This is an optimization exercise on Yosys and OpenROAD, whose aim is small area and a short achievable clock period, not a production implementation.
RTL that was checked went through simulation tests only; none was proved equivalent to the original.
No activity file was given, so power comes from the tool's default toggle rates.

// exec_core
module exec_core #(
    parameter int data_width = riscv_pkg::xlen
) (
    input  logic                  clk,
    input  logic                  arst_n,
    input  logic [31:0]           inst,
    input  logic                  inst_valid,
    output logic [data_width-1:0] result,
    output logic [4:0]            result_rd,
    output logic                  result_valid,
    output logic                  branch_taken
);
Size: ~3800 cells after synthesis.
Settings: LEC_CHECK=0, CAP_MARGIN=20, CORE_MARGIN=2, CORE_UTILIZATION=40, PLACE_DENSITY=0.6, SETUP_SLACK_MARGIN=5, SLEW_MARGIN=20, SYNTH_HIERARCHICAL=1, SYNTH_MINIMUM_KEEP_SIZE=0, TNS_END_PERCENT=100; clock period 10.0 ns.
standard.sh (not shown) runs the stock make flow with config.mk's settings and CLKGATE_MAP_FILE= SYNTH_SCRIPT=/design/flow/synth_recipe.tcl, a recipe that flattens the netlist after the stock synthesis.
==> flow/flow/run.sh <==
#!/bin/bash
# Own layout flow: the standard layout (standard.sh) with these changes.
#  1. DONT_USE_CELLS adds the full and half adder cells (fa, ha) and the
#     clkdlybuf4s delay buffers to the platform's list (flow/dont_use.txt
#     holds the whole list), so synthesis maps adders to plain gates and
#     port buffering and repair use ordinary buffers.
#  2. After synthesis, a22oi_2 and a21oi_2 cells (what synthesis makes of
#     the design's single-gate modules) start at size 1 (flow/swap.tcl).
#  3. Clock tree synthesis without dummy loads, with small sink clusters
#     (flow/settings.sh).
#  4. Timing repair aims at a shorter period than the design's clock
#     (setup margin from flow/settings.sh) on all endpoints.
# Everything else (synthesis script, floorplan, power grid, placement,
# routing, the clock period and constraints) is the standard flow.
# Each tool's full output goes to a log file here (flow_*.log); ORFS also
# writes each step's log under orfs/logs/.
set -euo pipefail
source flow/settings.sh
du="$(cat flow/dont_use.txt)"
vars=("DONT_USE_CELLS=$du" "CTS_ARGS=$CTS_ARGS" "SETUP_SLACK_MARGIN=$MARGIN" "TNS_END_PERCENT=$TNS")
res="orfs/results/${FLOW_PLATFORM:-sky130hd}/exec_core/base"

bash standard.sh "${vars[@]}" synth > flow_synth.log 2>&1
ODB_IN="$res/1_synth.odb" ODB_OUT="$res/1_synth.odb" SWAP="$SWAP" \
  openroad -no_init -exit flow/swap.tcl > flow_swap.log 2>&1
touch "$res/1_synth.sdc"
bash standard.sh "${vars[@]}" finish > flow_finish.log 2>&1
==> flow/flow/settings.sh <==
# Settings read by flow/run.sh
CTS_ARGS="-sink_clustering_enable -repair_clock_nets -dont_use_dummy_load -sink_clustering_size 20 -sink_clustering_max_diameter 50 -buf_list {sky130_fd_sc_hd__clkbuf_4 sky130_fd_sc_hd__clkbuf_8}"
MARGIN=5.5
TNS=100
SWAP="sky130_fd_sc_hd__a22oi_2 sky130_fd_sc_hd__a22oi_1 sky130_fd_sc_hd__a21oi_2 sky130_fd_sc_hd__a21oi_1"
Other scripts of this flow, unchanged in this note and not shown: flow/flow/dont_use.txt, flow/flow/swap.tcl
Edit:
--- a/flow/flow/settings.sh
+++ b/flow/flow/settings.sh
@@ -2,3 +2,3 @@
 CTS_ARGS="-sink_clustering_enable -repair_clock_nets -dont_use_dummy_load -sink_clustering_size 20 -sink_clustering_max_diameter 50 -buf_list {sky130_fd_sc_hd__clkbuf_4 sky130_fd_sc_hd__clkbuf_8}"
-MARGIN=5.5
+MARGIN=5.4
 TNS=100
The changed run ran to the end with no violations.
Sequential share of layout area came out higher by 0.62 points.
Flip-flop and latch count does not change.
Hold slack is worse by 0.0063 ns.
Utilization falls by 0.54 points.
First-iteration DRC count rose by a little under a tenth.
Cell area came out lower slightly.
Clock skew falls by 0.036 ns.
Synthesized area stays the same.
Function was not checked in any run of this note: the RTL went through the layout flow alone.

========
Another version of the RTL of exec_core (not shown whole).
Size in the first run: ~3900 cells after synthesis, roughly 74 I/O pins, ~53000 sq um of cells after synthesis.
Settings: LEC_CHECK=0, CAP_MARGIN=20, CORE_MARGIN=2, CORE_UTILIZATION=50, PLACE_DENSITY=0.65, SETUP_SLACK_MARGIN=5, SLEW_MARGIN=20, SYNTH_HIERARCHICAL=1, SYNTH_MINIMUM_KEEP_SIZE=0, TNS_END_PERCENT=100; clock period 10.0 ns.
==> flow/flow/run.sh <==
#!/bin/bash
# Own layout flow: the standard layout (standard.sh) with these changes.
#  1. DONT_USE_CELLS adds the full and half adder cells (fa, ha) and the
#     clkdlybuf4s delay buffers to the platform's list (flow/dont_use.txt
#     holds the whole list), so synthesis maps adders to plain gates and
#     port buffering and repair use ordinary buffers.
#  2. After synthesis, a22oi_2 and a21oi_2 cells (what synthesis makes of
#     the design's single-gate modules) start at size 1, and the gates of
#     the register file's read decoders and columns get drive strengths
#     that suit their loads (flow/swap.tcl, rules in flow/settings.sh).
#  3. Clock tree synthesis without dummy loads, with small sink clusters
#     (flow/settings.sh).
#  4. Timing repair aims at a shorter period than the design's clock
#     (setup margin from flow/settings.sh) on all endpoints.
# Everything else (synthesis script, floorplan, power grid, placement,
# routing, the clock period and constraints) is the standard flow.
# Each tool's full output goes to a log file here (flow_*.log); ORFS also
# writes each step's log under orfs/logs/.
set -euo pipefail
source flow/settings.sh
du="$(cat flow/dont_use.txt)"
vars=("DONT_USE_CELLS=$du" "CTS_ARGS=$CTS_ARGS" "SETUP_SLACK_MARGIN=$MARGIN" "TNS_END_PERCENT=$TNS")
res="orfs/results/${FLOW_PLATFORM:-sky130hd}/exec_core/base"

bash standard.sh "${vars[@]}" synth > flow_synth.log 2>&1
ODB_IN="$res/1_synth.odb" ODB_OUT="$res/1_synth.odb" SWAP="$SWAP" SIZE="${SIZE:-}" \
  openroad -no_init -exit flow/swap.tcl > flow_swap.log 2>&1
touch "$res/1_synth.sdc"
bash standard.sh "${vars[@]}" finish > flow_finish.log 2>&1
==> flow/flow/settings.sh <==
# Settings read by flow/run.sh
CTS_ARGS="-sink_clustering_enable -repair_clock_nets -dont_use_dummy_load -sink_clustering_size 20 -sink_clustering_max_diameter 50 -buf_list {sky130_fd_sc_hd__clkbuf_4 sky130_fd_sc_hd__clkbuf_8}"
MARGIN=5.5
TNS=100
SWAP="sky130_fd_sc_hd__a22oi_2 sky130_fd_sc_hd__a22oi_1 sky130_fd_sc_hd__a21oi_2 sky130_fd_sc_hd__a21oi_1"
SIZE="*_dec.g_sel*.sn d sky130_fd_sc_hd__nand3_2
*_dec.g_sel*.sn s sky130_fd_sc_hd__inv_6
*_dec.g_hi*.u.y d sky130_fd_sc_hd__nor2_2
*_dec.g_lo*.u.y d sky130_fd_sc_hd__nor3_2
*_dec.an* d sky130_fd_sc_hd__inv_2
*_dec.g_an* d sky130_fd_sc_hd__inv_2"
Other scripts of this flow, unchanged in this note and not shown: flow/flow/dont_use.txt, flow/flow/swap.tcl
The starting point produced a clean layout.
Rerun with:
CORE_UTILIZATION = 55   (was 50)
PLACE_DENSITY = 0.7   (was 0.65)
Result: Wire length shrinks by 0.33%. Register-to-register slack gets better by 0.06 ns. Power stays flat. Via count grows by 0.47%. Utilization grows by 5.5 points.
Rerun with:
--- a/flow/flow/settings.sh
+++ b/flow/flow/settings.sh
@@ -11 +11,4 @@
 *_dec.g_an* d sky130_fd_sc_hd__inv_2"
+SIZE="$SIZE
+*_col.g_l2*.u.y d sky130_fd_sc_hd__nand4_2
+*_col.l3* d sky130_fd_sc_hd__nor2_2"
CORE_UTILIZATION = 40   (was 55)
PLACE_DENSITY = 0.6   (was 0.7)
Result: The new run went through all stages and came out clean. Worst setup slack is unchanged. Worst hold slack gets worse by 0.0069 ns. Total power rises slightly. Final cell count rises by roughly a tenth. Core utilization falls by 17 points. Design area rises by a few percent. Count of clock-buffer cells in the layout rises by 4. Register-to-register slack gets better by 0.13 ns. Area after synthesis rises by a few percent. Wire length rises by a few percent.
Rerun with:
--- a/flow/flow/settings.sh
+++ b/flow/flow/settings.sh
@@ -2,3 +2,3 @@
 CTS_ARGS="-sink_clustering_enable -repair_clock_nets -dont_use_dummy_load -sink_clustering_size 20 -sink_clustering_max_diameter 50 -buf_list {sky130_fd_sc_hd__clkbuf_4 sky130_fd_sc_hd__clkbuf_8}"
-MARGIN=5.5
+MARGIN=5.6
 TNS=100
@@ -11,4 +11 @@
 *_dec.g_an* d sky130_fd_sc_hd__inv_2"
-SIZE="$SIZE
-*_col.g_l2*.u.y d sky130_fd_sc_hd__nand4_2
-*_col.l3* d sky130_fd_sc_hd__nor2_2"
Wire length barely changes.
Total power stays flat.
Area after synthesis drops by about 3.5%.
Non-clock buffer count grows by 64.
Sequential power is about the same.
Via count goes up by about 2.2%.
Global-route usage came out higher by 0.40 points.
Setup slack gets better by 0.025 ns.

afterwards: timing with drivers on the ports:
How much do the figures lean on ideal ports? The routed layouts below were timed once more, with nothing changed but the port constraints. Step 1: set_driving_cell puts a clkbuf_16 on clk and a buf_2 on each other input, an assumption about the parent block. Step 2 adds t to the input delays and takes it off the output delays; t is the mean of the earliest and latest rising clock arrival at the registers after step 1. Input paths then give back, and output paths get back, about the clock's delay inside the block. a / b / c = ideal / step 1 / step 2; a / b = the first two.
run	t, ns	slack for setup (ns)	hold slack, ns	worst register clock-pin slew, ns	worst data-port slew with drivers (ns)
the first run of note 1	0.929	5.245 / 5.178 / 4.269	0.478 / 0.478 / 0.478	0.11 / 0.11	0.11
the second run of note 1	0.920	5.202 / 5.180 / 4.330	0.471 / 0.471 / 0.471	0.11 / 0.11	0.10
the first run of note 2	0.866	5.306 / 5.348 / 4.482	0.474 / 0.474 / 0.474	0.11 / 0.11	0.10
the second run of note 2	0.867	5.428 / 5.424 / 4.558	0.476 / 0.476 / 0.476	0.10 / 0.10	0.12
the third run of note 2	0.911	5.428 / 5.373 / 4.559	0.469 / 0.469 / 0.469	0.11 / 0.11	0.11
the fourth run of note 2	0.906	5.453 / 5.474 / 4.597	0.473 / 0.473 / 0.473	0.11 / 0.11	0.05
After both steps setup and hold are still met in every run listed. For the first run of note 1, which loses most, drivers alone change the setup slack by -0.067 ns; drivers and shift together by -0.976 ns.
